From an optimization exercise on the open Yosys and OpenROAD flow, aimed at small area, a short achievable clock period and few clock cycles per item; shortcuts taken in it are not production practice. In this exercise RTL edits were held to simulation tests only and were not proved equivalent to the original. Power is estimated from default activity; no workload was simulated.

==> design.v <==
package poly_pkg;
    localparam int word_size = 16;
    localparam int slot_count = 8;
    localparam int max_coefs = 32;
    localparam int fifo_depth = 16;
    localparam int slot_bits = $clog2(slot_count);
    localparam int coef_bits = $clog2(max_coefs);    
    localparam int addr_bits = slot_bits + coef_bits;
    localparam int fifo_cw = $clog2(fifo_depth) + 1;
    localparam int cmd_bits = 8 + slot_bits + coef_bits;     
    localparam int tok_bits = word_size + 2;                 
    typedef enum logic [7:0] {
        op_stp = 8'h00,
        op_evp = 8'h01,
        op_evb = 8'h02,
        op_rst = 8'h03
    } opcode_t;
    typedef struct packed {
        opcode_t              opcode;
        logic [slot_bits-1:0] slot;
        logic [coef_bits-1:0] arg;   
    } cmd_word_t;
    typedef enum logic [1:0] {st_ok, st_no_poly, st_bad_opcode} status_t;
    typedef struct packed {
        logic [word_size-1:0] result;
        status_t              status;
    } out_token_t;
    typedef enum logic [3:0] {
        idle, get_cmd_start, get_cmd_wait, stp_start, stp_wait, evp_start, evp_wait,
        evb_start, evb_wait, evb_output, rst_slots, output_st
    } ctrl_state_t;
endpackage
`timescale 1ns/100ps
module token_fifo
#(
    parameter int width = 16,
    parameter int depth = 4          
)
(
    input  logic               clk,
    input  logic               rst,
    input  logic               wr_en,
    input  logic [width-1:0]   wr_data,
    input  logic               rd_en,
    output logic [width-1:0]   rd_data,
    output logic               valid,
    output logic               full
);
    localparam int aw = $clog2(depth);
    logic [width-1:0] mem [depth];
    logic [aw-1:0] wr_ptr;
    logic [aw-1:0] rd_ptr;
    logic [aw:0] count;
    logic do_wr;
    logic do_rd;
    assign full = count == (aw + 1)'(depth);
    assign valid = count != '0;
    assign do_wr = wr_en && !full;
    assign do_rd = rd_en && valid;
    assign rd_data = mem[rd_ptr];
    always_ff @(posedge clk or negedge rst)
    begin
        if (!rst)
        begin
            wr_ptr <= '0;
            rd_ptr <= '0;
            count <= '0;
        end
        else
        begin
            wr_ptr <= wr_ptr + aw'(do_wr);
            rd_ptr <= rd_ptr + aw'(do_rd);
            count <= count + (aw + 1)'(do_wr) - (aw + 1)'(do_rd);
        end
    end
    always_ff @(posedge clk)
    begin
        if (do_wr)
            mem[wr_ptr] <= wr_data;
    end
endmodule
`timescale 1ns/100ps
module coef_store
(
    input  logic                               clk,
    input  logic                               wr_en,
    input  logic [poly_pkg::slot_bits-1:0]     wr_slot,
    input  logic [4:0]                         wr_stage,
    input  logic [poly_pkg::word_size-1:0]     wr_data,
    input  logic [3:0]                         rd_tap,
    output logic [8*poly_pkg::word_size-1:0]   rd_data      
);
    localparam int w = poly_pkg::word_size;
    logic [8*32*w-1:0] ring;
    for (genvar s = 0; s < 8; s++)
    begin : g_slot
        for (genvar k = 0; k < 32; k++)
        begin : g_stage
            logic [w-1:0] q;
            if (k % 2 == 1)
            begin : g_wr
                always_ff @(posedge clk)
                begin
                    if (wr_en && wr_slot == 3'(s) && wr_stage == 5'(k))
                        q <= wr_data;
                    else
                        q <= ring[(s*32 + (k+31)%32)*w +: w];
                end
            end
            else
            begin : g_shift
                always_ff @(posedge clk)
                    q <= ring[(s*32 + (k+31)%32)*w +: w];
            end
            assign ring[(s*32 + k)*w +: w] = q;
        end
        logic [16*w-1:0] taps;
        for (genvar t = 0; t < 16; t++)
        begin : g_tap
            assign taps[t*w +: w] = ring[(s*32 + 2*t)*w +: w];
        end
        logic [w-1:0] tq;
        always_ff @(posedge clk)
            tq <= taps[rd_tap*w +: w];
        assign rd_data[s*w +: w] = tq;
    end
endmodule
`timescale 1ns/100ps
module mac_csa
(
    input  logic [15:0] a,
    input  logic [15:0] m,
    input  logic [15:0] c1,
    output logic [15:0] s0,
    output logic [15:0] s1,
    output logic [15:0] s2
);
    logic t1;
    logic t2;
    logic t3;
    logic t4;
    logic t5;
    logic t6;
    logic t7;
    logic t8;
    logic t9;
    logic t10;
    logic t11;
    logic t12;
    logic t13;
    logic t15;
    logic t17;
    logic t19;
    logic t21;
    logic t22;
    logic t23;
    logic t24;
    logic t25;
    logic t26;
    logic t27;
    logic t28;
    logic t29;
    logic t30;
    logic t31;
    logic t32;
    logic t33;
    logic t34;
    logic t35;
    logic t36;
    logic t37;
    logic t38;
    logic t39;
    logic t40;
    logic t41;
    logic t42;
    logic t43;
    logic t44;
    logic t45;
    logic t46;
    logic t47;
    logic t48;
    logic t49;
    logic t50;
    logic t51;
    logic t52;
    logic t53;
    logic t54;
    logic t55;
    logic t56;
    logic t57;
    logic t58;
    logic t59;
    logic t60;
    logic t61;
    logic t62;
    logic t63;
    logic t64;
    logic t65;
    logic t67;
    logic t69;
    logic t71;
    logic t73;
    logic t74;
    logic t75;
    logic t76;
    logic t77;
    logic t78;
    logic t79;
    logic t80;
    logic t81;
    logic t82;
    logic t83;
    logic t84;
    logic t85;
    logic t86;
    logic t87;
    logic t88;
    logic t89;
    logic t90;
    logic t91;
    logic t92;
    logic t93;
    logic t94;
    logic t95;
    logic t96;
    logic t97;
    logic t98;
    logic t99;
    logic t100;
    logic t101;
    logic t102;
    logic t103;
    logic t104;
    logic t105;
    logic t106;
    logic t107;
    logic t108;
    logic t109;
    logic t110;
    logic t111;
    logic t112;
    logic t113;
    logic t114;
    logic t115;
    logic t116;
    logic t117;
    logic t118;
    logic t119;
    logic t120;
    logic t121;
    logic t122;
    logic t123;
    logic t124;
    logic t125;
    logic t126;
    logic t127;
    logic t129;
    logic t131;
    logic t133;
    logic t134;
    logic t135;
    logic t136;
    logic t137;
    logic t138;
    logic t139;
    logic t140;
    logic t141;
    logic t142;
    logic t143;
    logic t144;
    logic t145;
    logic t146;
    logic t147;
    logic t148;
    logic t149;
    logic t150;
    logic t151;
    logic t152;
    logic t153;
    logic t154;
    logic t155;
    logic t156;
    logic t157;
    logic t158;
    logic t159;
    logic t160;
    logic t161;
    logic t162;
    logic t163;
    logic t164;
    logic t165;
    logic t166;
    logic t167;
    logic t168;
    logic t169;
    logic t170;
    logic t171;
    logic t172;
    logic t173;
    logic t174;
    logic t175;
    logic t176;
    logic t177;
    logic t178;
    logic t179;
    logic t181;
    logic t183;
    logic t184;
    logic t185;
    logic t186;
    logic t187;
    logic t188;
    logic t189;
    logic t190;
    logic t191;
    logic t192;
    logic t193;
    logic t194;
    logic t195;
    logic t196;
    logic t197;
    logic t198;
    logic t199;
    logic t200;
    logic t201;
    logic t202;
    logic t203;
    logic t204;
    logic t205;
    logic t206;
    logic t207;
    logic t208;
    logic t209;
    assign t1 = (a[12] & m[0]) ^ (a[11] & m[1]);
    assign t2 = (a[12] & m[0]) & (a[11] & m[1]);
    assign t3 = (a[13] & m[0]) ^ (a[12] & m[1]) ^ (a[11] & m[2]);
    assign t4 = ((a[13] & m[0]) & (a[12] & m[1])) | ((a[13] & m[0]) & (a[11] & m[2])) | ((a[12] & m[1]) & (a[11] & m[2]));
    assign t5 = (a[10] & m[3]) ^ (a[9] & m[4]);
    assign t6 = (a[10] & m[3]) & (a[9] & m[4]);
    assign t7 = (a[14] & m[0]) ^ (a[13] & m[1]) ^ (a[12] & m[2]);
    assign t8 = ((a[14] & m[0]) & (a[13] & m[1])) | ((a[14] & m[0]) & (a[12] & m[2])) | ((a[13] & m[1]) & (a[12] & m[2]));
    assign t9 = (a[11] & m[3]) ^ (a[10] & m[4]) ^ (a[9] & m[5]);
    assign t10 = ((a[11] & m[3]) & (a[10] & m[4])) | ((a[11] & m[3]) & (a[9] & m[5])) | ((a[10] & m[4]) & (a[9] & m[5]));
    assign t11 = (a[8] & m[6]) ^ (a[7] & m[7]);
    assign t12 = (a[8] & m[6]) & (a[7] & m[7]);
    assign t13 = (a[15] & m[0]) ^ (a[14] & m[1]) ^ (a[13] & m[2]);
    assign t15 = (a[12] & m[3]) ^ (a[11] & m[4]) ^ (a[10] & m[5]);
    assign t17 = (a[9] & m[6]) ^ (a[8] & m[7]) ^ (a[7] & m[8]);
    assign t19 = (a[6] & m[9]) ^ (a[5] & m[10]);
    assign t21 = (a[8] & m[0]) ^ (a[7] & m[1]);
    assign t22 = (a[8] & m[0]) & (a[7] & m[1]);
    assign t23 = (a[9] & m[0]) ^ (a[8] & m[1]) ^ (a[7] & m[2]);
    assign t24 = ((a[9] & m[0]) & (a[8] & m[1])) | ((a[9] & m[0]) & (a[7] & m[2])) | ((a[8] & m[1]) & (a[7] & m[2]));
    assign t25 = (a[6] & m[3]) ^ (a[5] & m[4]);
    assign t26 = (a[6] & m[3]) & (a[5] & m[4]);
    assign t27 = (a[10] & m[0]) ^ (a[9] & m[1]) ^ (a[8] & m[2]);
    assign t28 = ((a[10] & m[0]) & (a[9] & m[1])) | ((a[10] & m[0]) & (a[8] & m[2])) | ((a[9] & m[1]) & (a[8] & m[2]));
    assign t29 = (a[7] & m[3]) ^ (a[6] & m[4]) ^ (a[5] & m[5]);
    assign t30 = ((a[7] & m[3]) & (a[6] & m[4])) | ((a[7] & m[3]) & (a[5] & m[5])) | ((a[6] & m[4]) & (a[5] & m[5]));
    assign t31 = (a[4] & m[6]) ^ (a[3] & m[7]);
    assign t32 = (a[4] & m[6]) & (a[3] & m[7]);
    assign t33 = (a[11] & m[0]) ^ (a[10] & m[1]) ^ (a[9] & m[2]);
    assign t34 = ((a[11] & m[0]) & (a[10] & m[1])) | ((a[11] & m[0]) & (a[9] & m[2])) | ((a[10] & m[1]) & (a[9] & m[2]));
    assign t35 = (a[8] & m[3]) ^ (a[7] & m[4]) ^ (a[6] & m[5]);
    assign t36 = ((a[8] & m[3]) & (a[7] & m[4])) | ((a[8] & m[3]) & (a[6] & m[5])) | ((a[7] & m[4]) & (a[6] & m[5]));
    assign t37 = (a[5] & m[6]) ^ (a[4] & m[7]) ^ (a[3] & m[8]);
    assign t38 = ((a[5] & m[6]) & (a[4] & m[7])) | ((a[5] & m[6]) & (a[3] & m[8])) | ((a[4] & m[7]) & (a[3] & m[8]));
    assign t39 = (a[2] & m[9]) ^ (a[1] & m[10]);
    assign t40 = (a[2] & m[9]) & (a[1] & m[10]);
    assign t41 = t1 ^ (a[10] & m[2]) ^ (a[9] & m[3]);
    assign t42 = (t1 & (a[10] & m[2])) | (t1 & (a[9] & m[3])) | ((a[10] & m[2]) & (a[9] & m[3]));
    assign t43 = (a[8] & m[4]) ^ (a[7] & m[5]) ^ (a[6] & m[6]);
    assign t44 = ((a[8] & m[4]) & (a[7] & m[5])) | ((a[8] & m[4]) & (a[6] & m[6])) | ((a[7] & m[5]) & (a[6] & m[6]));
    assign t45 = (a[5] & m[7]) ^ (a[4] & m[8]) ^ (a[3] & m[9]);
    assign t46 = ((a[5] & m[7]) & (a[4] & m[8])) | ((a[5] & m[7]) & (a[3] & m[9])) | ((a[4] & m[8]) & (a[3] & m[9]));
    assign t47 = (a[2] & m[10]) ^ (a[1] & m[11]) ^ (a[0] & m[12]);
    assign t48 = ((a[2] & m[10]) & (a[1] & m[11])) | ((a[2] & m[10]) & (a[0] & m[12])) | ((a[1] & m[11]) & (a[0] & m[12]));
    assign t49 = t2 ^ t3 ^ t5;
    assign t50 = (t2 & t3) | (t2 & t5) | (t3 & t5);
    assign t51 = (a[8] & m[5]) ^ (a[7] & m[6]) ^ (a[6] & m[7]);
    assign t52 = ((a[8] & m[5]) & (a[7] & m[6])) | ((a[8] & m[5]) & (a[6] & m[7])) | ((a[7] & m[6]) & (a[6] & m[7]));
    assign t53 = (a[5] & m[8]) ^ (a[4] & m[9]) ^ (a[3] & m[10]);
    assign t54 = ((a[5] & m[8]) & (a[4] & m[9])) | ((a[5] & m[8]) & (a[3] & m[10])) | ((a[4] & m[9]) & (a[3] & m[10]));
    assign t55 = (a[2] & m[11]) ^ (a[1] & m[12]) ^ (a[0] & m[13]);
    assign t56 = ((a[2] & m[11]) & (a[1] & m[12])) | ((a[2] & m[11]) & (a[0] & m[13])) | ((a[1] & m[12]) & (a[0] & m[13]));
    assign t57 = t4 ^ t6 ^ t7;
    assign t58 = (t4 & t6) | (t4 & t7) | (t6 & t7);
    assign t59 = t9 ^ t11 ^ (a[6] & m[8]);
    assign t60 = (t9 & t11) | (t9 & (a[6] & m[8])) | (t11 & (a[6] & m[8]));
    assign t61 = (a[5] & m[9]) ^ (a[4] & m[10]) ^ (a[3] & m[11]);
    assign t62 = ((a[5] & m[9]) & (a[4] & m[10])) | ((a[5] & m[9]) & (a[3] & m[11])) | ((a[4] & m[10]) & (a[3] & m[11]));
    assign t63 = (a[2] & m[12]) ^ (a[1] & m[13]) ^ (a[0] & m[14]);
    assign t64 = ((a[2] & m[12]) & (a[1] & m[13])) | ((a[2] & m[12]) & (a[0] & m[14])) | ((a[1] & m[13]) & (a[0] & m[14]));
    assign t65 = t8 ^ t10 ^ t12;
    assign t67 = t13 ^ t15 ^ t17;
    assign t69 = t19 ^ (a[4] & m[11]) ^ (a[3] & m[12]);
    assign t71 = (a[2] & m[13]) ^ (a[1] & m[14]) ^ (a[0] & m[15]);
    assign t73 = (a[5] & m[0]) ^ (a[4] & m[1]);
    assign t74 = (a[5] & m[0]) & (a[4] & m[1]);
    assign t75 = (a[6] & m[0]) ^ (a[5] & m[1]) ^ (a[4] & m[2]);
    assign t76 = ((a[6] & m[0]) & (a[5] & m[1])) | ((a[6] & m[0]) & (a[4] & m[2])) | ((a[5] & m[1]) & (a[4] & m[2]));
    assign t77 = (a[3] & m[3]) ^ (a[2] & m[4]);
    assign t78 = (a[3] & m[3]) & (a[2] & m[4]);
    assign t79 = (a[7] & m[0]) ^ (a[6] & m[1]) ^ (a[5] & m[2]);
    assign t80 = ((a[7] & m[0]) & (a[6] & m[1])) | ((a[7] & m[0]) & (a[5] & m[2])) | ((a[6] & m[1]) & (a[5] & m[2]));
    assign t81 = (a[4] & m[3]) ^ (a[3] & m[4]) ^ (a[2] & m[5]);
    assign t82 = ((a[4] & m[3]) & (a[3] & m[4])) | ((a[4] & m[3]) & (a[2] & m[5])) | ((a[3] & m[4]) & (a[2] & m[5]));
    assign t83 = (a[1] & m[6]) ^ (a[0] & m[7]);
    assign t84 = (a[1] & m[6]) & (a[0] & m[7]);
    assign t85 = t21 ^ (a[6] & m[2]) ^ (a[5] & m[3]);
    assign t86 = (t21 & (a[6] & m[2])) | (t21 & (a[5] & m[3])) | ((a[6] & m[2]) & (a[5] & m[3]));
    assign t87 = (a[4] & m[4]) ^ (a[3] & m[5]) ^ (a[2] & m[6]);
    assign t88 = ((a[4] & m[4]) & (a[3] & m[5])) | ((a[4] & m[4]) & (a[2] & m[6])) | ((a[3] & m[5]) & (a[2] & m[6]));
    assign t89 = (a[1] & m[7]) ^ (a[0] & m[8]) ^ c1[8];
    assign t90 = ((a[1] & m[7]) & (a[0] & m[8])) | ((a[1] & m[7]) & c1[8]) | ((a[0] & m[8]) & c1[8]);
    assign t91 = t22 ^ t23 ^ t25;
    assign t92 = (t22 & t23) | (t22 & t25) | (t23 & t25);
    assign t93 = (a[4] & m[5]) ^ (a[3] & m[6]) ^ (a[2] & m[7]);
    assign t94 = ((a[4] & m[5]) & (a[3] & m[6])) | ((a[4] & m[5]) & (a[2] & m[7])) | ((a[3] & m[6]) & (a[2] & m[7]));
    assign t95 = (a[1] & m[8]) ^ (a[0] & m[9]) ^ c1[9];
    assign t96 = ((a[1] & m[8]) & (a[0] & m[9])) | ((a[1] & m[8]) & c1[9]) | ((a[0] & m[9]) & c1[9]);
    assign t97 = t24 ^ t26 ^ t27;
    assign t98 = (t24 & t26) | (t24 & t27) | (t26 & t27);
    assign t99 = t29 ^ t31 ^ (a[2] & m[8]);
    assign t100 = (t29 & t31) | (t29 & (a[2] & m[8])) | (t31 & (a[2] & m[8]));
    assign t101 = (a[1] & m[9]) ^ (a[0] & m[10]) ^ c1[10];
    assign t102 = ((a[1] & m[9]) & (a[0] & m[10])) | ((a[1] & m[9]) & c1[10]) | ((a[0] & m[10]) & c1[10]);
    assign t103 = t28 ^ t30 ^ t32;
    assign t104 = (t28 & t30) | (t28 & t32) | (t30 & t32);
    assign t105 = t33 ^ t35 ^ t37;
    assign t106 = (t33 & t35) | (t33 & t37) | (t35 & t37);
    assign t107 = t39 ^ (a[0] & m[11]) ^ c1[11];
    assign t108 = (t39 & (a[0] & m[11])) | (t39 & c1[11]) | ((a[0] & m[11]) & c1[11]);
    assign t109 = t34 ^ t36 ^ t38;
    assign t110 = (t34 & t36) | (t34 & t38) | (t36 & t38);
    assign t111 = t40 ^ t41 ^ t43;
    assign t112 = (t40 & t41) | (t40 & t43) | (t41 & t43);
    assign t113 = t45 ^ t47 ^ c1[12];
    assign t114 = (t45 & t47) | (t45 & c1[12]) | (t47 & c1[12]);
    assign t115 = t42 ^ t44 ^ t46;
    assign t116 = (t42 & t44) | (t42 & t46) | (t44 & t46);
    assign t117 = t48 ^ t49 ^ t51;
    assign t118 = (t48 & t49) | (t48 & t51) | (t49 & t51);
    assign t119 = t53 ^ t55 ^ c1[13];
    assign t120 = (t53 & t55) | (t53 & c1[13]) | (t55 & c1[13]);
    assign t121 = t50 ^ t52 ^ t54;
    assign t122 = (t50 & t52) | (t50 & t54) | (t52 & t54);
    assign t123 = t56 ^ t57 ^ t59;
    assign t124 = (t56 & t57) | (t56 & t59) | (t57 & t59);
    assign t125 = t61 ^ t63 ^ c1[14];
    assign t126 = (t61 & t63) | (t61 & c1[14]) | (t63 & c1[14]);
    assign t127 = t58 ^ t60 ^ t62;
    assign t129 = t64 ^ t65 ^ t67;
    assign t131 = t69 ^ t71 ^ c1[15];
    assign t133 = (a[3] & m[0]) ^ (a[2] & m[1]);
    assign t134 = (a[3] & m[0]) & (a[2] & m[1]);
    assign t135 = (a[4] & m[0]) ^ (a[3] & m[1]) ^ (a[2] & m[2]);
    assign t136 = ((a[4] & m[0]) & (a[3] & m[1])) | ((a[4] & m[0]) & (a[2] & m[2])) | ((a[3] & m[1]) & (a[2] & m[2]));
    assign t137 = (a[1] & m[3]) ^ (a[0] & m[4]);
    assign t138 = (a[1] & m[3]) & (a[0] & m[4]);
    assign t139 = t73 ^ (a[3] & m[2]) ^ (a[2] & m[3]);
    assign t140 = (t73 & (a[3] & m[2])) | (t73 & (a[2] & m[3])) | ((a[3] & m[2]) & (a[2] & m[3]));
    assign t141 = (a[1] & m[4]) ^ (a[0] & m[5]) ^ c1[5];
    assign t142 = ((a[1] & m[4]) & (a[0] & m[5])) | ((a[1] & m[4]) & c1[5]) | ((a[0] & m[5]) & c1[5]);
    assign t143 = t74 ^ t75 ^ t77;
    assign t144 = (t74 & t75) | (t74 & t77) | (t75 & t77);
    assign t145 = (a[1] & m[5]) ^ (a[0] & m[6]) ^ c1[6];
    assign t146 = ((a[1] & m[5]) & (a[0] & m[6])) | ((a[1] & m[5]) & c1[6]) | ((a[0] & m[6]) & c1[6]);
    assign t147 = t76 ^ t78 ^ t79;
    assign t148 = (t76 & t78) | (t76 & t79) | (t78 & t79);
    assign t149 = t81 ^ t83 ^ c1[7];
    assign t150 = (t81 & t83) | (t81 & c1[7]) | (t83 & c1[7]);
    assign t151 = t80 ^ t82 ^ t84;
    assign t152 = (t80 & t82) | (t80 & t84) | (t82 & t84);
    assign t153 = t85 ^ t87 ^ t89;
    assign t154 = (t85 & t87) | (t85 & t89) | (t87 & t89);
    assign t155 = t86 ^ t88 ^ t90;
    assign t156 = (t86 & t88) | (t86 & t90) | (t88 & t90);
    assign t157 = t91 ^ t93 ^ t95;
    assign t158 = (t91 & t93) | (t91 & t95) | (t93 & t95);
    assign t159 = t92 ^ t94 ^ t96;
    assign t160 = (t92 & t94) | (t92 & t96) | (t94 & t96);
    assign t161 = t97 ^ t99 ^ t101;
    assign t162 = (t97 & t99) | (t97 & t101) | (t99 & t101);
    assign t163 = t98 ^ t100 ^ t102;
    assign t164 = (t98 & t100) | (t98 & t102) | (t100 & t102);
    assign t165 = t103 ^ t105 ^ t107;
    assign t166 = (t103 & t105) | (t103 & t107) | (t105 & t107);
    assign t167 = t104 ^ t106 ^ t108;
    assign t168 = (t104 & t106) | (t104 & t108) | (t106 & t108);
    assign t169 = t109 ^ t111 ^ t113;
    assign t170 = (t109 & t111) | (t109 & t113) | (t111 & t113);
    assign t171 = t110 ^ t112 ^ t114;
    assign t172 = (t110 & t112) | (t110 & t114) | (t112 & t114);
    assign t173 = t115 ^ t117 ^ t119;
    assign t174 = (t115 & t117) | (t115 & t119) | (t117 & t119);
    assign t175 = t116 ^ t118 ^ t120;
    assign t176 = (t116 & t118) | (t116 & t120) | (t118 & t120);
    assign t177 = t121 ^ t123 ^ t125;
    assign t178 = (t121 & t123) | (t121 & t125) | (t123 & t125);
    assign t179 = t122 ^ t124 ^ t126;
    assign t181 = t127 ^ t129 ^ t131;
    assign t183 = (a[2] & m[0]) ^ (a[1] & m[1]);
    assign t184 = (a[2] & m[0]) & (a[1] & m[1]);
    assign t185 = t133 ^ (a[1] & m[2]) ^ (a[0] & m[3]);
    assign t186 = (t133 & (a[1] & m[2])) | (t133 & (a[0] & m[3])) | ((a[1] & m[2]) & (a[0] & m[3]));
    assign t187 = t134 ^ t135 ^ t137;
    assign t188 = (t134 & t135) | (t134 & t137) | (t135 & t137);
    assign t189 = t136 ^ t138 ^ t139;
    assign t190 = (t136 & t138) | (t136 & t139) | (t138 & t139);
    assign t191 = t140 ^ t142 ^ t143;
    assign t192 = (t140 & t142) | (t140 & t143) | (t142 & t143);
    assign t193 = t144 ^ t146 ^ t147;
    assign t194 = (t144 & t146) | (t144 & t147) | (t146 & t147);
    assign t195 = t148 ^ t150 ^ t151;
    assign t196 = (t148 & t150) | (t148 & t151) | (t150 & t151);
    assign t197 = t152 ^ t154 ^ t155;
    assign t198 = (t152 & t154) | (t152 & t155) | (t154 & t155);
    assign t199 = t156 ^ t158 ^ t159;
    assign t200 = (t156 & t158) | (t156 & t159) | (t158 & t159);
    assign t201 = t160 ^ t162 ^ t163;
    assign t202 = (t160 & t162) | (t160 & t163) | (t162 & t163);
    assign t203 = t164 ^ t166 ^ t167;
    assign t204 = (t164 & t166) | (t164 & t167) | (t166 & t167);
    assign t205 = t168 ^ t170 ^ t171;
    assign t206 = (t168 & t170) | (t168 & t171) | (t170 & t171);
    assign t207 = t172 ^ t174 ^ t175;
    assign t208 = (t172 & t174) | (t172 & t175) | (t174 & t175);
    assign t209 = t176 ^ t178 ^ t179;
    assign s0[0] = (a[0] & m[0]);
    assign s1[0] = c1[0];
    assign s2[0] = 1'b0;
    assign s0[1] = (a[1] & m[0]);
    assign s1[1] = (a[0] & m[1]);
    assign s2[1] = c1[1];
    assign s0[2] = t183;
    assign s1[2] = (a[0] & m[2]);
    assign s2[2] = c1[2];
    assign s0[3] = t184;
    assign s1[3] = t185;
    assign s2[3] = c1[3];
    assign s0[4] = t186;
    assign s1[4] = t187;
    assign s2[4] = c1[4];
    assign s0[5] = t188;
    assign s1[5] = t189;
    assign s2[5] = t141;
    assign s0[6] = t190;
    assign s1[6] = t191;
    assign s2[6] = t145;
    assign s0[7] = t192;
    assign s1[7] = t193;
    assign s2[7] = t149;
    assign s0[8] = t194;
    assign s1[8] = t195;
    assign s2[8] = t153;
    assign s0[9] = t196;
    assign s1[9] = t197;
    assign s2[9] = t157;
    assign s0[10] = t198;
    assign s1[10] = t199;
    assign s2[10] = t161;
    assign s0[11] = t200;
    assign s1[11] = t201;
    assign s2[11] = t165;
    assign s0[12] = t202;
    assign s1[12] = t203;
    assign s2[12] = t169;
    assign s0[13] = t204;
    assign s1[13] = t205;
    assign s2[13] = t173;
    assign s0[14] = t206;
    assign s1[14] = t207;
    assign s2[14] = t177;
    assign s0[15] = t208;
    assign s1[15] = t209;
    assign s2[15] = t181;
endmodule
`timescale 1ns/100ps
module poly_actor
(
    input  logic                            clk,
    input  logic                            rst,
    input  logic                            cmd_req,
    input  poly_pkg::cmd_word_t             cmd_data,
    output logic                            cmd_ack,
    input  logic                            data_req,
    input  logic [poly_pkg::word_size-1:0]  data_in,
    output logic                            data_ack,
    output logic                            out_req,
    output poly_pkg::out_token_t            out_token,
    input  logic                            out_ack
);
    localparam int w = poly_pkg::word_size;
    localparam int lanes = 8;
    localparam int lw = $clog2(lanes);
    logic [1:0] in_req;
    logic [1:0] in_ack;
    logic [1:0] in_full;
    logic [1:0] in_wr;
    poly_pkg::cmd_word_t cq;
    logic cv;
    logic cmd_pop;
    logic [w-1:0] dq;
    logic dv;
    logic data_pop;
    assign in_req = {data_req, cmd_req};
    assign in_wr = in_req & ~in_ack & ~in_full;
    assign cmd_ack = in_ack[0];
    assign data_ack = in_ack[1];
    always_ff @(posedge clk or negedge rst)
    begin
        if (!rst)
            in_ack <= '0;
        else
            in_ack <= (in_ack & in_req) | in_wr;
    end
    token_fifo #(.width(poly_pkg::cmd_bits), .depth(2)) cmd_fifo_i
    (
        .clk(clk), .rst(rst), .wr_en(in_wr[0]), .wr_data(cmd_data), .rd_en(cmd_pop),
        .rd_data(cq), .valid(cv), .full(in_full[0])
    );
    token_fifo #(.width(w), .depth(8)) data_fifo_i
    (
        .clk(clk), .rst(rst), .wr_en(in_wr[1]), .wr_data(data_in), .rd_en(data_pop),
        .rd_data(dq), .valid(dv), .full(in_full[1])
    );
    logic [4:0] ph;
    logic [4:0] deg [poly_pkg::slot_count];
    logic [poly_pkg::slot_count-1:0] slot_ok;
    logic wr_en;
    logic [2:0] wr_slot;
    logic [4:0] wr_stage;
    logic [w-1:0] wr_data;
    logic [3:0] sel_tap;
    logic [8*w-1:0] sv;      
    coef_store store_i
    (
        .clk(clk), .wr_en(wr_en), .wr_slot(wr_slot), .wr_stage(wr_stage), .wr_data(wr_data),
        .rd_tap(sel_tap), .rd_data(sv)
    );
    typedef enum logic [1:0] {q_idle, q_setup, q_eval, q_bad} seq_state_t;
    typedef enum logic [1:0] {a_idle, a_mac, a_fin} act_t;
    seq_state_t st;
    logic [2:0] slot;
    logic [4:0] n;           
    logic [1:0] stat;        
    logic [4:0] idx;         
    logic [5:0] rem;         
    logic [w-1:0] x_next [lanes];
    logic [w-1:0] x2_next [lanes];
    logic [4:0] tn [lanes];
    logic [2:0] tsl [lanes];
    logic [1:0] tst [lanes];
    logic [lw:0] cnt_next;
    logic [4:0] nmax;
    logic [7:0] pend_mask;   
    act_t act;
    logic [1:0] pd;          
    logic pdb;               
    logic [7:0] grp_mask;    
    logic [4:0] new_n;
    logic [lw:0] new_cnt;
    logic [lw:0] eng_cnt;
    logic [lw:0] cpy_cnt;
    logic [4:0] mcnt;
    logic [4:0] ib;          
    logic z1;                
    logic z2;                
    logic finn;              
    logic n0;                
    logic [1:0] fq;          
    logic [w-1:0] acc [lanes];
    logic [1:0] fst [lanes];
    logic [w-1:0] sq_a;
    logic [lw-1:0] sq_i;
    logic [lw-1:0] sq_j;
    logic sq_v;
    logic sq_w;
    logic [w-1:0] sq_t0;
    logic [w-1:0] sq_t1;
    logic [w-1:0] sq_t2;
    logic [w-1:0] sq_r0;
    logic [w-1:0] sq_r1;
    logic [w-1:0] sq_r2;
    logic [poly_pkg::tok_bits-1:0] res0 [lanes];
    logic [poly_pkg::tok_bits-1:0] res1 [lanes];
    logic [lw:0] res_cnt [2];
    logic [lw:0] res_ptr;
    logic wsel;
    logic rsel;
    logic res_free;          
    logic res_have;          
    logic stp_go;
    logic room;
    logic can_load;
    logic add_bad;
    logic add;
    logic launch;
    logic eng_open;
    logic do_copy;
    logic [5:0] cnt_cmd;
    logic [4:0] tap_pos;
    assign res_free = act == a_idle ? res_cnt[wsel] == '0 : res_cnt[!wsel] == '0;
    assign res_have = res_cnt[rsel] != '0;
    assign do_copy = fq[1];
    assign finn = act == a_mac && mcnt == '0;
    assign eng_open = !pdb && (act == a_idle || act == a_fin || (act == a_mac && mcnt[4:1] == '0));
    assign stp_go = st == q_setup && dv && !ph[0] ^ idx[0] && !(grp_mask[slot] || pend_mask[slot]);
    assign tap_pos = ph + nmax + 5'd2;
    assign launch = cnt_next != '0 && eng_open && !tap_pos[0] && res_free && fq == '0;
    assign room = cnt_next != (lw + 1)'(lanes) && !launch && !pd[0];
    assign can_load = st == q_eval && dv && room;
    assign add_bad = st == q_bad && room;
    assign add = can_load || add_bad;
    assign data_pop = stp_go || can_load;
    assign cmd_pop = st == q_idle && cv;
    assign cnt_cmd = cq.opcode == poly_pkg::op_evb ? {1'b0, cq.arg} : 6'd1;
    always_ff @(posedge clk or negedge rst)
    begin
        if (!rst)
        begin
            st <= q_idle;
            slot <= '0;
            n <= '0;
            stat <= poly_pkg::st_ok;
            idx <= '0;
            rem <= '0;
            cnt_next <= '0;
            nmax <= '0;
            pend_mask <= '0;
            slot_ok <= '0;
            ph <= '0;
            wr_en <= 1'b0;
            for (int i = 0; i < poly_pkg::slot_count; i++)
                deg[i] <= '0;
        end
        else
        begin
            ph <= ph + 5'd1;
            wr_en <= stp_go;
            if (launch)
            begin
                cnt_next <= '0;
                nmax <= '0;
                pend_mask <= '0;
            end
            else if (add)
            begin
                cnt_next <= cnt_next + 1'b1;
                if (stat == poly_pkg::st_ok)
                begin
                    if (n > nmax)
                        nmax <= n;
                    pend_mask[slot] <= 1'b1;
                end
            end
            case (st)
                q_idle:
                begin
                    if (cv)
                    begin
                        slot <= cq.slot;
                        idx <= '0;
                        case (cq.opcode)
                            poly_pkg::op_stp:
                            begin
                                n <= cq.arg;
                                st <= q_setup;
                            end
                            poly_pkg::op_evp, poly_pkg::op_evb:
                            begin
                                n <= slot_ok[cq.slot] ? deg[cq.slot] : '0;
                                stat <= slot_ok[cq.slot] ? poly_pkg::st_ok : poly_pkg::st_no_poly;
                                rem <= cnt_cmd;
                                if (cnt_cmd != '0)
                                    st <= q_eval;
                            end
                            poly_pkg::op_rst: slot_ok <= '0;
                            default:
                            begin
                                n <= '0;
                                stat <= poly_pkg::st_bad_opcode;
                                st <= q_bad;
                            end
                        endcase
                    end
                end
                q_setup:
                begin
                    if (stp_go)
                    begin
                        idx <= idx + 5'd1;
                        if (idx == n)
                        begin
                            deg[slot] <= n;
                            slot_ok[slot] <= 1'b1;
                            st <= q_idle;
                        end
                    end
                end
                q_eval:
                begin
                    if (can_load)
                    begin
                        rem <= rem - 6'd1;
                        if (rem == 6'd1)
                            st <= q_idle;
                    end
                end
                q_bad:
                begin
                    if (add_bad)
                        st <= q_idle;
                end
                default: st <= q_idle;
            endcase
        end
    end
    always_ff @(posedge clk)
    begin
        wr_slot <= slot;
        wr_stage <= ph + idx + 5'd3;
        wr_data <= dq;
        if (add)
        begin
            x_next[cnt_next[lw-1:0]] <= dq;
            tn[cnt_next[lw-1:0]] <= n;
            tsl[cnt_next[lw-1:0]] <= slot;
            tst[cnt_next[lw-1:0]] <= stat;
        end
        sq_a <= dq;
        sq_i <= cnt_next[lw-1:0];
        sq_j <= sq_i;
        sq_r0 <= sq_t0;
        sq_r1 <= sq_t1;
        sq_r2 <= sq_t2;
        if (sq_w)
            x2_next[sq_j] <= sq_r0 + sq_r1 + sq_r2;
    end
    always_ff @(posedge clk or negedge rst)
    begin
        if (!rst)
        begin
            sq_v <= 1'b0;
            sq_w <= 1'b0;
        end
        else
        begin
            sq_v <= can_load;
            sq_w <= sq_v;
        end
    end
    mac_csa sq_csa_i
    (
        .a(sq_a), .m(sq_a), .c1('0), .s0(sq_t0), .s1(sq_t1), .s2(sq_t2)
    );
    always_ff @(posedge clk or negedge rst)
    begin
        if (!rst)
        begin
            act <= a_idle;
            pd <= '0;
            pdb <= 1'b0;
            grp_mask <= '0;
            new_n <= '0;
            new_cnt <= '0;
            eng_cnt <= '0;
            cpy_cnt <= '0;
            mcnt <= '0;
            ib <= '0;
            z1 <= 1'b0;
            z2 <= 1'b0;
            n0 <= 1'b0;
            fq <= '0;
            sel_tap <= '0;
        end
        else
        begin
            pd <= {pd[0], launch};
            pdb <= launch || pd[0];
            if (launch)
            begin
                new_n <= nmax;
                new_cnt <= cnt_next;
                sel_tap <= tap_pos[4:1];
                grp_mask <= pend_mask;
            end
            else if (act != a_mac && !pdb)
                grp_mask <= '0;
            ib <= pd[0] ? new_n : ib - 5'd1;
            fq <= {fq[0], act == a_fin};
            if (act == a_fin)
                cpy_cnt <= eng_cnt;
            if (pd[1])
            begin
                act <= a_mac;
                mcnt <= new_n;
                eng_cnt <= new_cnt;
            end
            else if (act == a_mac)
            begin
                mcnt <= mcnt - 5'd1;
                if (mcnt == '0)
                    act <= a_fin;
            end
            else
                act <= a_idle;
            z1 <= pd[1];
            z2 <= z1;
            if (pd[1])
                n0 <= new_n == '0;
        end
    end
    function automatic logic [w-1:0] ks_add(input logic [w-1:0] a, input logic [w-1:0] b);
        logic [w-1:0] g;
        logic [w-1:0] p;
        logic [w-1:0] gg;
        logic [w-1:0] pp;
        logic [w-1:0] gn;
        logic [w-1:0] pn;
        g = a & b;
        p = a ^ b;
        gg = g;
        pp = p;
        for (int d = 1; d < w; d = d * 2)
        begin
            for (int k = 0; k < w; k++)
            begin
                if (k >= d)
                begin
                    gn[k] = gg[k] | (pp[k] & gg[k-d]);
                    pn[k] = pp[k] & pp[k-d];
                end
                else
                begin
                    gn[k] = gg[k];
                    pn[k] = pp[k];
                end
            end
            gg = gn;
            pp = pn;
        end
        ks_add = p ^ {gg[w-2:0], 1'b0};
    endfunction
    for (genvar i = 0; i < lanes; i++)
    begin : g_lane
        logic [w-1:0] x;
        logic [w-1:0] m;
        logic [4:0] ln;
        logic [2:0] lsl;
        logic [1:0] lst;
        logic [w-1:0] lc;
        logic [w-1:0] t0;
        logic [w-1:0] t1;
        logic [w-1:0] t2;
        logic [w-1:0] r0;
        logic [w-1:0] r1;
        logic [w-1:0] r2;
        logic [w-1:0] e;
        logic [w-1:0] sum2;
        logic [w-1:0] u0;
        logic [w-1:0] u1;
        logic [w-1:0] v0;
        logic [w-1:0] v1;
        assign sum2 = ks_add(v0, v1);
        assign u0 = r0 ^ r1 ^ r2;
        assign u1 = {(r0[w-2:0] & r1[w-2:0]) | (r0[w-2:0] & r2[w-2:0]) | (r1[w-2:0] & r2[w-2:0]), 1'b0};
        assign v0 = u0 ^ u1 ^ e;
        assign v1 = {(u0[w-2:0] & u1[w-2:0]) | (u0[w-2:0] & e[w-2:0]) | (u1[w-2:0] & e[w-2:0]), 1'b0};
        mac_csa csa_i
        (
            .a(acc[i]), .m(m), .c1(lc), .s0(t0), .s1(t1), .s2(t2)
        );
        always_ff @(posedge clk)
        begin
            if (pd[0])
            begin
                ln <= tn[i];
                lsl <= tsl[i];
            end
            if (pd[1])
            begin
                x <= x_next[i];
                lst <= tst[i];
            end
            if (pd[1])
                m <= '0;
            else if (finn)
                m <= n0 ? '0 : x;
            else if (z2)
                m <= x2_next[i];     
            if (act == a_fin)
                fst[i] <= lst;
            lc <= finn || ib > ln ? '0 : sv[lsl*w +: w];
            r0 <= t0;
            r1 <= t1;
            r2 <= t2;
            acc[i] <= sum2;
            e <= act == a_fin ? sum2 : '0;
        end
    end
    always_ff @(posedge clk or negedge rst)
    begin
        if (!rst)
        begin
            res_cnt[0] <= '0;
            res_cnt[1] <= '0;
            res_ptr <= '0;
            wsel <= 1'b0;
            rsel <= 1'b0;
            out_req <= 1'b0;
        end
        else
        begin
            if (do_copy)
            begin
                res_cnt[wsel] <= cpy_cnt;
                wsel <= !wsel;
            end
            if (!out_req && !out_ack && res_have)
            begin
                out_req <= 1'b1;
                if (res_ptr + 1'b1 == res_cnt[rsel])
                begin
                    res_ptr <= '0;
                    res_cnt[rsel] <= '0;
                    rsel <= !rsel;
                end
                else
                    res_ptr <= res_ptr + 1'b1;
            end
            else if (out_ack)
                out_req <= 1'b0;
        end
    end
    always_ff @(posedge clk)
    begin
        if (!out_req && !out_ack && res_have)
            out_token <= rsel ? res1[res_ptr[lw-1:0]] : res0[res_ptr[lw-1:0]];
        for (int i = 0; i < lanes; i++)
        begin
            if (do_copy && !wsel)
                res0[i] <= {fst[i] == poly_pkg::st_ok ? acc[i] : 16'h0000, fst[i]};
            if (do_copy && wsel)
                res1[i] <= {fst[i] == poly_pkg::st_ok ? acc[i] : 16'h0000, fst[i]};
        end
    end
endmodule
==> run.sh <==
#!/bin/bash
# synth_recipe.tcl (not shown) runs the flow's synth.tcl, then flattens the netlist and writes it again
# the make line also repeats each setting of config.mk as NAME=value (left out here)
make -C /OpenROAD-flow-scripts/flow DESIGN_CONFIG=/design/flow/config.mk WORK_HOME=/design/flow/orfs CLKGATE_MAP_FILE= SYNTH_SCRIPT=/design/flow/synth_recipe.tcl finish
==> config.mk <==
export PLATFORM = sky130hd
export DESIGN_NAME = poly_actor
export DESIGN_NICKNAME = poly_actor
export VERILOG_FILES = /design/flow/design.v
export SDC_FILE = /design/flow/constraint.sdc
export NUM_CORES = 4
export LEC_CHECK = 0
export ABC_AREA = 1
export ABC_CLOCK_PERIOD_IN_PS = 3500
export CAP_MARGIN = 30
export CORE_MARGIN = 2
export CORE_UTILIZATION = 35
export PLACE_DENSITY = 0.45
export SETUP_SLACK_MARGIN = 5
export SLEW_MARGIN = 40
export SYNTH_MEMORY_MAX_BITS = 8192
==> constraint.sdc <==
create_clock -name core_clock -period 8.5 [get_ports {clk}]
set_input_delay 1.7000 -clock core_clock [delete_from_list [all_inputs] [get_ports {clk}]]
set_output_delay 1.7000 -clock core_clock [all_outputs]
set_load 0.01 [all_outputs]
==> results of run 1 <==
[cell families after synthesis]
kind of cell	after synthesis
fa+ha+maj	1287
flops	6376
compound gates	5763
xor+xnor	383
simple gates	6827
buf+inv	3780
mux	14
[per-stage QoR]
| stage | worst slack (ns) | area (µm²) |
|---|---|---|
| after floorplan | 4.095 | 238100 |
| after global placement | 4.375 | 246700 |
| after detailed placement | 4.360 | 247300 |
| after CTS | 4.965 | 270300 |
| after global routing | 4.982 | 270900 |
| final | 5.064 | 271100 |
[power by group through the flow]
| stage | Combinational (mW) | Sequential (mW) | Clock [mW] |
|---|---|---|---|
| floorplan | 31.6 | 38.3 | 0 |
| global placement | 49.2 | 42.6 | 0 |
| detailed placement | 49.8 | 42.6 | 0 |
| CTS | 50.0 | 41.9 | 30.9 |
| global route | 55.4 | 42.3 | 32.2 |
| finish | 49.6 | 42.0 | 30.3 |
[area by class of cell]
| type | instances | area share |
|---|---|---|
| diodes | 71 | 0.0006555 |
| clock inverters | 240 | 0.01143 |
| well taps | 8968 | 0.04140 |
| multi-input cells | 14270 | 0.3167 |
| clock buffers | 998 | 0.07312 |
| repair buffers | 435 | 0.01471 |
| flip-flops and latches | 6376 | 0.5121 |
| inverters | 2113 | 0.02983 |
[cell usage in the layout (no fill, tap or decap), types with 45 or more instances in the layout]
| master | n |
|---|---|
| a21oi_1 | 784 |
| buf_4 | 301 |
| bufinv_16 | 45 |
| clkbuf_1 | 170 |
| clkbuf_16 | 693 |
| clkbuf_8 | 134 |
| clkinv_2 | 110 |
| dfrtp_1 | 168 |
| dfxtp_1 | 5121 |
| dfxtp_2 | 60 |
| diode_2 | 71 |
| edfxtp_1 | 1018 |
| fa_1 | 915 |
| ha_1 | 365 |
| inv_1 | 2060 |
| nand2_1 | 4366 |
| nand3_1 | 216 |
| nand4_1 | 58 |
| nor2_1 | 1969 |
| o211ai_1 | 604 |
| o21ai_0 | 3500 |
| o21ai_1 | 115 |
| o221ai_1 | 208 |
| o22ai_1 | 392 |
| xnor2_1 | 178 |
| xor2_1 | 199 |
[worst max path at each step]
stage / from / to / slack, ns / cells past startpoint
finish: out_token[7] / out_token[7] / 5.06 / 1
global route: in_ack[0] / cmd_ack / 4.98 / 1
CTS: sel_tap[1] / store_i.g_slot[4].tq[11] / 4.97 / 7
detailed placement: sel_tap[1] / store_i.g_slot[4].tq[11] / 4.36 / 7
global placement: sel_tap[1] / store_i.g_slot[4].tq[4] / 4.38 / 7
floorplan: pd[0] / tn[0][0] / 4.10 / 7
[state kept, by name, indices dropped and copies added, names as in the netlist, 18 cells and up]
signal and count:
store_i.g_slot.g_stage.q 4096, res0 144, res1 144, acc 128, data_fifo_i.mem 128, g_lane.e 128
g_lane.lc 128, g_lane.m 128, g_lane.r0 128, g_lane.r1 128, g_lane.x 128, store_i.g_slot.tq 128
x_next 128, g_lane.r2 120, x2_next 120, deg 40, g_lane.ln 40, tn 40
cmd_fifo_i.mem 32, g_lane.lsl 24, tsl 24, out_token 18
[what timing repair did]
item / 4_1_cts / 5_1_grt
buffers inserted: 5 / 20
endpoints found under the setup margin: 198 / 278
resized for setup: 112 / 68
pin swaps: 2 / 15
[layer usage]
layer	routed length (µm)	GRT usage
met5	119	0
met4	28580	0.07277
met3	46770	0.02857
met2	355000	0.3581
met1	360200	0.3136
[cells in the mapped netlist, types with 17 or more instances]
cell / count / area, µm²
dfxtp_1: 5182 / 103700
nand2_1: 4430 / 16630
o21ai_0: 3503 / 17530
inv_1: 2083 / 7819
nor2_1: 2009 / 7541
clkbuf_1: 1402 / 5263
edfxtp_1: 1018 / 30570
fa_1: 918 / 18380
a21oi_1: 786 / 3934
o211ai_1: 604 / 4534
o22ai_1: 393 / 2459
ha_1: 368 / 4604
nand3_1: 217 / 1086
o221ai_1: 208 / 1822
xor2_1: 205 / 1795
xnor2_1: 178 / 1559
dfrtp_1: 176 / 4404
buf_2: 141 / 705.7
o21ai_1: 113 / 565.5
clkbuf_2: 63 / 315.3
nand4_1: 58 / 362.9
buf_1: 57 / 214.0
nor3_1: 33 / 165.2
a221oi_1: 31 / 271.5
a31oi_1: 28 / 175.2
or2_2: 27 / 168.9
clkinv_1: 22 / 82.58
a21o_1: 19 / 142.6
o21bai_1: 17 / 127.6
==> metrics.yaml, run 1 <==
setup_path:
  max_stage_delay_ns: 0.36
  ff2ff_setup_slack_ns: 5.10
  arrival_ns: 1.74
  worstSetupPathType: "flip-flop to output pin"
  end_kind: "output pin"
  slowest_stage: "edfxtp_1"
  crit_chain: "clkdlybuf4s15_2"
  r2r_start: "sel_tap[2]"
  r2r_end: "store_i.g_slot[0].tq[15]"
  critical-path-top-delay-family: "flip-flops"
  cp.required_ns: 6.80
  rr_worst_depth: 5
  cp_max_fo: 1
  critPathBufInv: 1
  cp-start-kind: "flip-flop"
pwr:
  p_sw_mw: 52.19
  vdd_drop_max_v: 0.0008079
  power_frac_seq: 0.345
  swShare: 0.4285
  p_comb_frac: 0.407
  p_total_mw: 121.8
  leakage_nw: 111.4
  power_frac_clock: 0.248
  cellPowerDensity_nw_per_um2: 449.3
  p_int_mw: 69.61
synthesis:
  synth_cell_type_count: 56
  synth_xor_xnor_area_share: 0.01409
  synth-compound-area-share: 0.1346
  postSynthCellCount: 24430
  yosysWarnings: 16
  synth.area.mux_share: 0.0005885
  synth_edf_count: 1018
  synthSimpleGateAreaFrac: 0.1109
  synth_seq_cells: 6376
  ys_seq_area_frac: 0.5825
  syn-cell-area_um2: 238100
  syn_avg_cell_area_um2: 9.747
  synth_top_family_by_area: "compound AO/OA/AOI/OAI gates"
  synth_nets: 25750
  synthAdderAreaFrac: 0.09656
  synthFlopType: "dfxtp_1"
  async_reset_ff_frac: 0.02760
clock_network:
  numCtsBuffers: 679
  clk_latency_ns: 1.17
  cts_tree: "done"
  max-clock-path-buffers: 4
  clock-sinks: 6376
  path_clk_slew_ns: 0.06
  htreeDepth: 6
  cts_root_buf: "clkbuf_16"
  hold_buffers: 0
placed_design:
  place_inst: 32130
  globalplace.congestion: 0.8839
  port_buffers: 57
  dpl.hpwl_mm: 501.2
cells_and_area:
  finalNetCount: 25200
  multi_input_area_um2: 85840
  area_growth_pct: 13.83
  stdcell_count: 33480
  drive_above_1_share: 0.07219
  seq_area_um2: 138800
  fill_cells: 66800
  finish.utilization: 0.4003
route:
  drt-wirelength-per-cell_um: 23.62
  via_count: 167600
  first_iter_violations: 14940
  antenna_left: 1
  drt_wl_total_mm: 790.7
  firstDrtPassIters: 6
  routed_via_density: 5.006
  drc: 0
flow_run:
  cap_violations: 0
global_route:
  grt_pass1_wl_mm: 1147
  grt_max_degree: 159
  antenna_found_initial: 79
  grt_pass1_vias: 163000
  grt_usage: 0.2234
  gr-total-overflow: 0
timing:
  drv_slew: 0
  rsz0062_at_grt: "no"
  fin_crit_sh: 0.4042
  fin_tns_setup_ns: 0
  setup_viol: 0
  finalCriticalPeriod_ns: 3.436
  hold_viol: 0
  max-slew-margin-rel: 0.3262
  hold_ws_ns: 0.2714
  clock_skew_ns: 0.07968
  worst_pin_slew_ns: 1.011
  fmax_mhz: 291.1
status:
  outcome: "failed layout checks"
  violatedChecks: "antenna rules"
die:
  core_um2: 677100
  num_io_pins: 58
  die_area_um2: 687000
  fp.dieH_um: 828.8
  initial_utilization: 0.3517
  rows: 302
  fp.dieW_um: 828.8
min_path:
  hold_class: "flip-flop to flip-flop"
  hold_end: "store_i.g_slot[7].g_stage[12].q[8]"
  holdPathStages: 0
  hp-start: "store_i.g_slot[7].g_stage[11].q[8]"
Testbench counts, summed over its fixed seeds: cycles 11,494, items 3,097.
==> inputs of run 2 (changes only) <==
--- a/config.mk
+++ b/config.mk
@@ -5,11 +5,12 @@
 export SDC_FILE = /design/flow/constraint.sdc
 export NUM_CORES = 4
 export LEC_CHECK = 0
-export ABC_AREA = 1
 export ABC_CLOCK_PERIOD_IN_PS = 3500
 export CAP_MARGIN = 30
 export CORE_MARGIN = 2
 export CORE_UTILIZATION = 35
+export CTS_CLUSTER_DIAMETER = 80
+export CTS_CLUSTER_SIZE = 20
 export PLACE_DENSITY = 0.45
 export SETUP_SLACK_MARGIN = 5
 export SLEW_MARGIN = 40
==> metrics.yaml, run 2 <==
synthesis:
  postSynthCellCount: 16600  # -32%
  syn_avg_cell_area_um2: 14.31  # +47%
  synth_common_cells: "dfxtp_1 (5,182), mux2_2 (2,100), edfxtp_1 (1,018)"
  yosys-top-cells-area: "dfxtp_1 (44%), edfxtp_1 (13%), mux2_2 (10%)"
  synth_edf_count: 1018  # unchanged
  ys_seq_area_frac: 0.5841  # +0.001559
  yosysWarnings: 16  # unchanged
  yosys.area.top_type: "dfxtp_1"
  synth_most_common_cell: "dfxtp_1"
  syn-cell-area_um2: 237500  # -0.27%
  synth_nets: 17920  # -30%
  async_reset_ff_frac: 0.02760  # unchanged
  synthFlopType: "dfxtp_1"
  synth_cell_type_count: 76  # +36%
  synth_seq_cells: 6376  # unchanged
  synth_top_area_frac: 0.4368  # +0.001166
clock_network:
  clk_latency_ns: 1.07  # -0.10 ns
  clock-sinks: 6376  # unchanged
  numCtsBuffers: 403  # -41%
  cts_tree: "done"
  max-clock-path-buffers: 4  # unchanged
  hold_buffers: 0  # unchanged
  htreeDepth: 5  # -1
  cts_root_buf: "clkbuf_16"
  path_clk_slew_ns: 0.08  # +0.02 ns
route:
  routed_via_density: 4.924  # -1.6%
  via_count: 127200  # -24%
  first_iter_violations: 9739  # -35%
  drc: 0  # unchanged
  drt-wirelength-per-cell_um: 27.86  # +18%
  antenna_left: 0  # -1
  drt_wl_total_mm: 719.9  # -8.9%
  firstDrtPassIters: 6  # unchanged
setup_path:
  arrival_ns: 1.81  # +0.07 ns
  cp_max_fo: 1  # unchanged
  cp-start-kind: "flip-flop"
  critPathBufInv: 1  # unchanged
  cp.required_ns: 6.80  # about the same
  end_kind: "output pin"
  crit_chain: "buf_2"
  worstSetupPathType: "flip-flop to output pin"
  slowest_stage: "edfxtp_1"
  critical-path-top-delay-family: "flip-flops"
  max_stage_delay_ns: 0.53  # +0.17 ns
timing:
  clock_skew_ns: 0.1217  # +0.04201 ns
  fin_crit_sh: 0.4133  # +0.009147
  fmax_mhz: 284.6  # -2.2%
  finalCriticalPeriod_ns: 3.513  # +0.07775 ns
  fin_tns_setup_ns: 0  # unchanged
  worst_pin_slew_ns: 0.9831  # -0.02755 ns
  drv_slew: 0  # unchanged
  hold_viol: 0  # unchanged
  setup_ws_ns: 4.987  # -0.07775 ns
  hold_ws_ns: 0.2731  # +0.001715 ns
  rsz0062_at_grt: "yes"
  max-slew-margin-rel: 0.3446  # +0.01837
  setup_viol: 0  # unchanged
pwr:
  leakage_nw: 105.4  # -5.4%
  cellPowerDensity_nw_per_um2: 274.2  # -39%
  vdd_drop_max_v: 0.0005518  # -32%
  p_total_mw: 72.45  # -41%
die:
  die_area_um2: 685100  # -0.27%
  fp.dieH_um: 827.7  # -0.13%
  core_um2: 676400  # -0.11%
  fp.dieW_um: 827.7  # -0.13%
  initial_utilization: 0.3511  # -0.0005468
  num_io_pins: 58  # unchanged
  rows: 302  # unchanged
placed_design:
  place_inst: 25080  # -22%
  dpl_cell_area_um2: 250300  # +1.2%
  globalplace.congestion: 0.8193  # -7.3%
  dpl.hpwl_mm: 467.4  # -6.7%
  dp_slack_ns: 4.135  # -0.2254 ns
  port_buffers: 57  # unchanged
cells_and_area:
  largestRegisters: "store_i.g_slot.g_stage.q (4096), res0 (144), res1 (144)"
  mostFrequentLayoutCells: "dfxtp_1 (5,089), mux2_2 (2,088), edfxtp_1 (1,018)"
  layout_commonest_cell: "dfxtp_1"
  drive_above_1_share: 0.2611  # +0.1889
  finalNetCount: 17880  # -29%
  top_register: "store_i.g_slot.g_stage.q"
  stdcell_count: 25840  # -23%
  finish.utilization: 0.3906  # -0.009651
  post-route-cell-area_um2: 264200  # -2.5%
  largest_reg_flops: 4096  # unchanged
  area_growth_pct: 11.26
global_route:
  gr-total-overflow: 0  # unchanged
  grt_pass1_vias: 131900  # -19%
  grt_max_degree: 153  # -3.8%
  grt_usage: 0.2066  # -0.01686
  grt_pass1_wl_mm: 1017  # -11%
  antenna_found_initial: 107  # +35%
status:
  outcome: "complete, no violations"
min_path:
  hold_class: "flip-flop to flip-flop"
flow_run:
  cap_violations: 0  # unchanged
==> run 2: cell types whose count changed in the layout (fill, tap and decap cells not counted), moves of 268 or more <==
cell / before / now
and2_1: 16 / 954
mux2_2: 0 / 2088
nor2_1: 1969 / 526
o22ai_1: 392 / 5
nand2_1: 4366 / 708
inv_1: 2060 / 833
o21ai_0: 3500 / 196
o211ai_1: 604 / 25
mux2i_1: 14 / 282
a21oi_1: 784 / 128
clkbuf_16: 693 / 418
mux4_2: 0 / 912
==> run 2: cells by family after synthesis <==
family	after synthesis	share of synthesized area
flip-flops	6376	0.5841
multiplexers	3316	0.1989
AO/OA/AOI/OAI	817	0.02208
XOR/XNOR	419	0.01545
adder cells (fa/ha/maj)	1289	0.09690
buffers and inverters	1737	0.02748
AND/OR/NAND/NOR	2641	0.05512
==> run 2: area by class of cell <==
cell class / instances / area (µm²)
Tap cell: 8968 / 11220
Inverter: 839 / 3176
Clock buffer: 496 / 10940
Antenna cell: 90 / 225.2
Clock inverter: 134 / 1817
Fill cell: 63310 / 412200
Multi-Input combinational cell: 8483 / 93510
Timing Repair inverter: 2 / 17.52
Timing Repair Buffer: 454 / 4365
Sequential cell: 6376 / 139000
==> run 2: final timing paths <==
check	cells past startpoint	to	slack, ns	from
worst max-delay path	1	out_token[2]	4.99	out_token[2]
worst min-delay path	0	g_lane[3].r2[1]	0.27	g_lane[3].lc[1]
worst max register to register	7	out_token[17]	5.00	res_ptr[0]
worst min register to register	0	g_lane[3].r2[1]	0.27	g_lane[3].lc[1]
max in group asynchronous	2	pd[0]	6.75	rst
min in group asynchronous	1	out_req	0.56	rst
==> run 2: timing repair <==
item	in CTS	in global routing
gates resized for setup	175	101
buffers inserted	15	21
gates cloned	1	2
pin swaps	6	19
endpoints found under the setup margin	325	158
==> run 2: where the power goes <==
part | total, mW | switching [mW] | internal, mW | leakage, nW
logic | 16.5 | 11.3 | 5.14 | 45.7
clock network | 20.7 | 10.9 | 9.78 | 6.24
registers | 35.3 | 2.21 | 33.1 | 53.4
==> run 2: per-layer routing <==
metal	vias to the layer above	routed length, µm	GRT usage
li1	57040	-	-
met1	66730	330500	0.2867
met2	2680	337600	0.3417
met3	788	30080	0.02647
met4	8	21610	0.05467
met5	-	68	0
==> inputs of run 3 (changes only) <==
--- a/config.mk
+++ b/config.mk
@@ -5,6 +5,7 @@
 export SDC_FILE = /design/flow/constraint.sdc
 export NUM_CORES = 4
 export LEC_CHECK = 0
+export ABC_AREA = 1
 export ABC_CLOCK_PERIOD_IN_PS = 3500
 export CAP_MARGIN = 30
 export CORE_MARGIN = 2
==> metrics.yaml, run 3 <==
setup_path:
  arrival_ns: 1.74  # -0.07 ns
  cp-start-kind: "flip-flop"
  end_kind: "output pin"
  critical-path-top-delay-family: "flip-flops"
  critical_path_depth: 1  # unchanged
  slowest_stage: "edfxtp_1"
  worstSetupPathType: "flip-flop to output pin"
  cp.required_ns: 6.80  # about the same
  crit_chain: "dlygate4sd2_1"
  rr_worst_depth: 5  # -2
  cp_max_fo: 1  # unchanged
  max_stage_delay_ns: 0.36  # -0.17 ns
  critPathBufInv: 1  # unchanged
placed_design:
  place_inst: 32130  # +28%
  port_buffers: 57  # unchanged
  dpl_cell_area_um2: 247300  # -1.2%
  dpl.hpwl_mm: 501.2  # +7.2%
  globalplace.congestion: 0.8839  # +7.9%
global_route:
  antenna_found_initial: 76  # -29%
  busiest_layer: "met2"
  use_met2: 0.3560  # +0.01430
  use_met1: 0.3127  # +0.02595
  grt_pass1_vias: 159800  # +21%
  gr-total-overflow: 0  # unchanged
  use_met3: 0.02458  # -0.001888
  grt_max_degree: 159  # +3.9%
  grt_pass1_wl_mm: 1135  # +12%
  grt_usage: 0.2214  # +0.01484
clock_network:
  cts_root_buf: "clkbuf_16"
  htreeDepth: 5  # unchanged
  numCtsBuffers: 394  # -2.2%
  path_clk_slew_ns: 0.08  # about the same
  clk_latency_ns: 1.12  # +0.05 ns
  clock-sinks: 6376  # unchanged
  max-clock-path-buffers: 4  # unchanged
  cts_tree: "done"
  hold_buffers: 0  # unchanged
synthesis:
  syn_avg_cell_area_um2: 9.747  # -32%
  synth_seq_cells: 6376  # unchanged
  synthFlopType: "dfxtp_1"
  yosys.area.top_type: "dfxtp_1"
  synth_top_area_frac: 0.4357  # -0.001166
  yosysWarnings: 16  # unchanged
  postSynthCellCount: 24430  # +47%
  syn-cell-area_um2: 238100  # +0.27%
  synth_cell_type_count: 56  # -26%
  async_reset_ff_frac: 0.02760  # unchanged
  synth_common_cells: "dfxtp_1 (5,182), nand2_1 (4,430), o21ai_0 (3,503)"
  synth_nets: 25750  # +44%
  ys_seq_area_frac: 0.5825  # -0.001559
  synth_edf_count: 1018  # unchanged
  synth_most_common_cell: "dfxtp_1"
  yosys-top-cells-area: "dfxtp_1 (44%), edfxtp_1 (13%), fa_1 (7.7%)"
timing:
  fmax_mhz: 290.4  # +2.0%
  worst_pin_slew_ns: 1.068  # +0.08457 ns
  setup_viol: 0  # unchanged
  finalCriticalPeriod_ns: 3.443  # -0.07037 ns
  drv_slew: 0  # unchanged
  hold_viol: 0  # unchanged
  clock_skew_ns: 0.09286  # -0.02884 ns
  fin_tns_setup_ns: 0  # unchanged
  rsz0062_at_grt: "yes"
  max-slew-margin-rel: 0.2882  # -0.05638
  fin_crit_sh: 0.4051  # -0.008279
flow_run:
  cap_violations: 0  # unchanged
min_path:
  holdPathStages: 0  # unchanged
  hold_class: "flip-flop to flip-flop"
route:
  drc: 0  # unchanged
  firstDrtPassIters: 6  # unchanged
  first_iter_violations: 14910  # +53%
  antenna_left: 0  # unchanged
  drt_wl_total_mm: 784.4  # +9.0%
  drt-wirelength-per-cell_um: 23.90  # -14%
  via_count: 164900  # +30%
  routed_via_density: 5.023  # +2.0%
cells_and_area:
  largestRegisters: "store_i.g_slot.g_stage.q (4096), res0 (144), res1 (144)"
  post-route-cell-area_um2: 260200  # -1.5%
  finish.utilization: 0.3843  # -0.006317
  finalNetCount: 24920  # +39%
  largest_reg_flops: 4096  # unchanged
  top_register: "store_i.g_slot.g_stage.q"
  stdcell_count: 32830  # +27%
  area_growth_pct: 9.290
  drive_above_1_share: 0.05117  # -0.2099
  mostFrequentLayoutCells: "dfxtp_1 (5,123), nand2_1 (4,367), o21ai_0 (3,500)"
  layout_commonest_cell: "dfxtp_1"
pwr:
  vdd_drop_max_v: 0.0008052  # +46%
  cellPowerDensity_nw_per_um2: 428.5  # +56%
  leakage_nw: 106.0  # +0.64%
die:
  fp.dieH_um: 828.8  # +0.13%
  core_um2: 677100  # +0.11%
  num_io_pins: 58  # unchanged
  rows: 302  # unchanged
  initial_utilization: 0.3517  # +0.0005468
  fp.dieW_um: 828.8  # +0.13%
  die_area_um2: 687000  # +0.27%
status:
  outcome: "complete, no violations"
run 3: cell types whose count changed in the layout (fill, tap and decap cells not counted), moves of 177 or more:
cell      previous run  this run
o221ai_1             5       208
inv_1              833      2061
mux4_2             912         0
mux2_2            2088         0
o21ai_0            196      3500
nand3_1             39       216
nor2_1             526      1970
mux2i_1            282        14
nand2_1            708      4367
a21oi_1            128       784
o211ai_1            25       604
o22ai_1              5       392
and2_1             954        16
run 3: power breakdown:
| group | total, mW | internal, mW | switching (mW) |
|---|---|---|---|
| clock | 20.1 | 9.27 | 10.8 |
| sequential | 41.9 | 36.1 | 5.77 |
| combinational | 49.5 | 15.8 | 33.7 |
| total | 112 | 61.2 | 50.3 |
run 3: path summary, 6_finish.rpt:
kind	startpoint	end	slack, ns
hold reg to reg	store_i.g_slot[4].g_stage[19].q[13]	store_i.g_slot[4].g_stage[20].q[13]	0.28
min in group asynchronous	rst	in_ack[1]	0.51
max in group asynchronous	rst	sel_tap[1]	6.52
hold / removal	store_i.g_slot[4].g_stage[19].q[13]	store_i.g_slot[4].g_stage[20].q[13]	0.28
setup reg to reg	sel_tap[2]	store_i.g_slot[0].tq[15]	5.06
setup / recovery	out_token[17]	out_token[17]	5.06
run 3: routing by layer:
metal,share of wire,up-vias
met5,0.00015,-
met4,0.036,18
met3,0.052,1050
met2,0.45,4312
met1,0.46,81770
li1,-,77730
run 3: through the flow:
| step | hold WS (ns) | power [mW] | setup WS, ns |
|---|---|---|---|
| floorplan | 0.3096 | 69.90 | 4.095 |
| finish | 0.2825 | 111.5 | 5.057 |
| CTS | 0.2726 | 112.5 | 4.997 |
| detailed placement | 0.3121 | 92.35 | 4.360 |
| global placement | 0.3095 | 91.79 | 4.375 |
| global route | 0.2739 | 119.4 | 4.930 |
run 3: repair_timing:
| item | 4_1_cts | 5_1_grt |
|---|---|---|
| pin swaps | 4 | 14 |
| setup buffers | 7 | 18 |
| cloned | 0 | 1 |
| endpoints found under the setup margin | 208 | 288 |
| resized for setup | 83 | 62 |
run 3: logic make-up (layout without fill, tap and decap cells):
family,after synthesis,count (layout),synth area share
flops,6376,6376,0.5825
fa+ha+maj,1287,1287,0.09656
mux,14,14,0.0005885
simple gates,6827,6828,0.1109
compound gates,5763,5763,0.1346
buf+inv,3780,3154,0.06072
other cells,0,54,0
xor+xnor,383,383,0.01409
run 3: area by class of cell:
cell class                 instances  area, µm²
antenna                           54      135.1
multi-input combinational      14280      85840
fill                           67630     416900
clock buffer                     495      10620
timing repair buffer             435       4064
clock inverter                   111       1449
sequential                      6376     138800
tap                             8968      11220
inverter                        2113       8087

## what the ideal ports hide
The results above use ideal ports. As a check the final layouts listed here were re-extracted and re-timed, cells and wires unchanged. Step 1: set_driving_cell puts a clkbuf_16 on clk and a buf_2 on each other input, an assumption about the parent block. Step 2 adds t to the input delays and takes it off the output delays; t is the mean of the earliest and latest rising clock arrival at the registers after step 1. Input paths then give back, and output paths get back, about the clock's delay inside the block. a / b / c = ideal ports / drivers / drivers and shift; a / b = the first two.
run | t, ns | setup WS [ns] | latest minus earliest clock arrival (ns) | slew at the worst register clock pin (ns) | worst data-port slew with drivers (ns)
run 1 | 1.229 | 5.064 / 4.963 / 4.566 | 0.094 / 0.094 | 0.07 / 0.07 | 0.05
run 2 | 1.137 | 4.987 / 4.856 / 4.586 | 0.137 / 0.137 | 0.09 / 0.09 | 0.07
run 3 | 1.180 | 5.057 / 4.955 / 4.684 | 0.094 / 0.094 | 0.09 / 0.09 | 0.05
For run 1, which loses most, drivers alone change the setup slack by -0.101 ns; drivers and shift together by -0.498 ns.
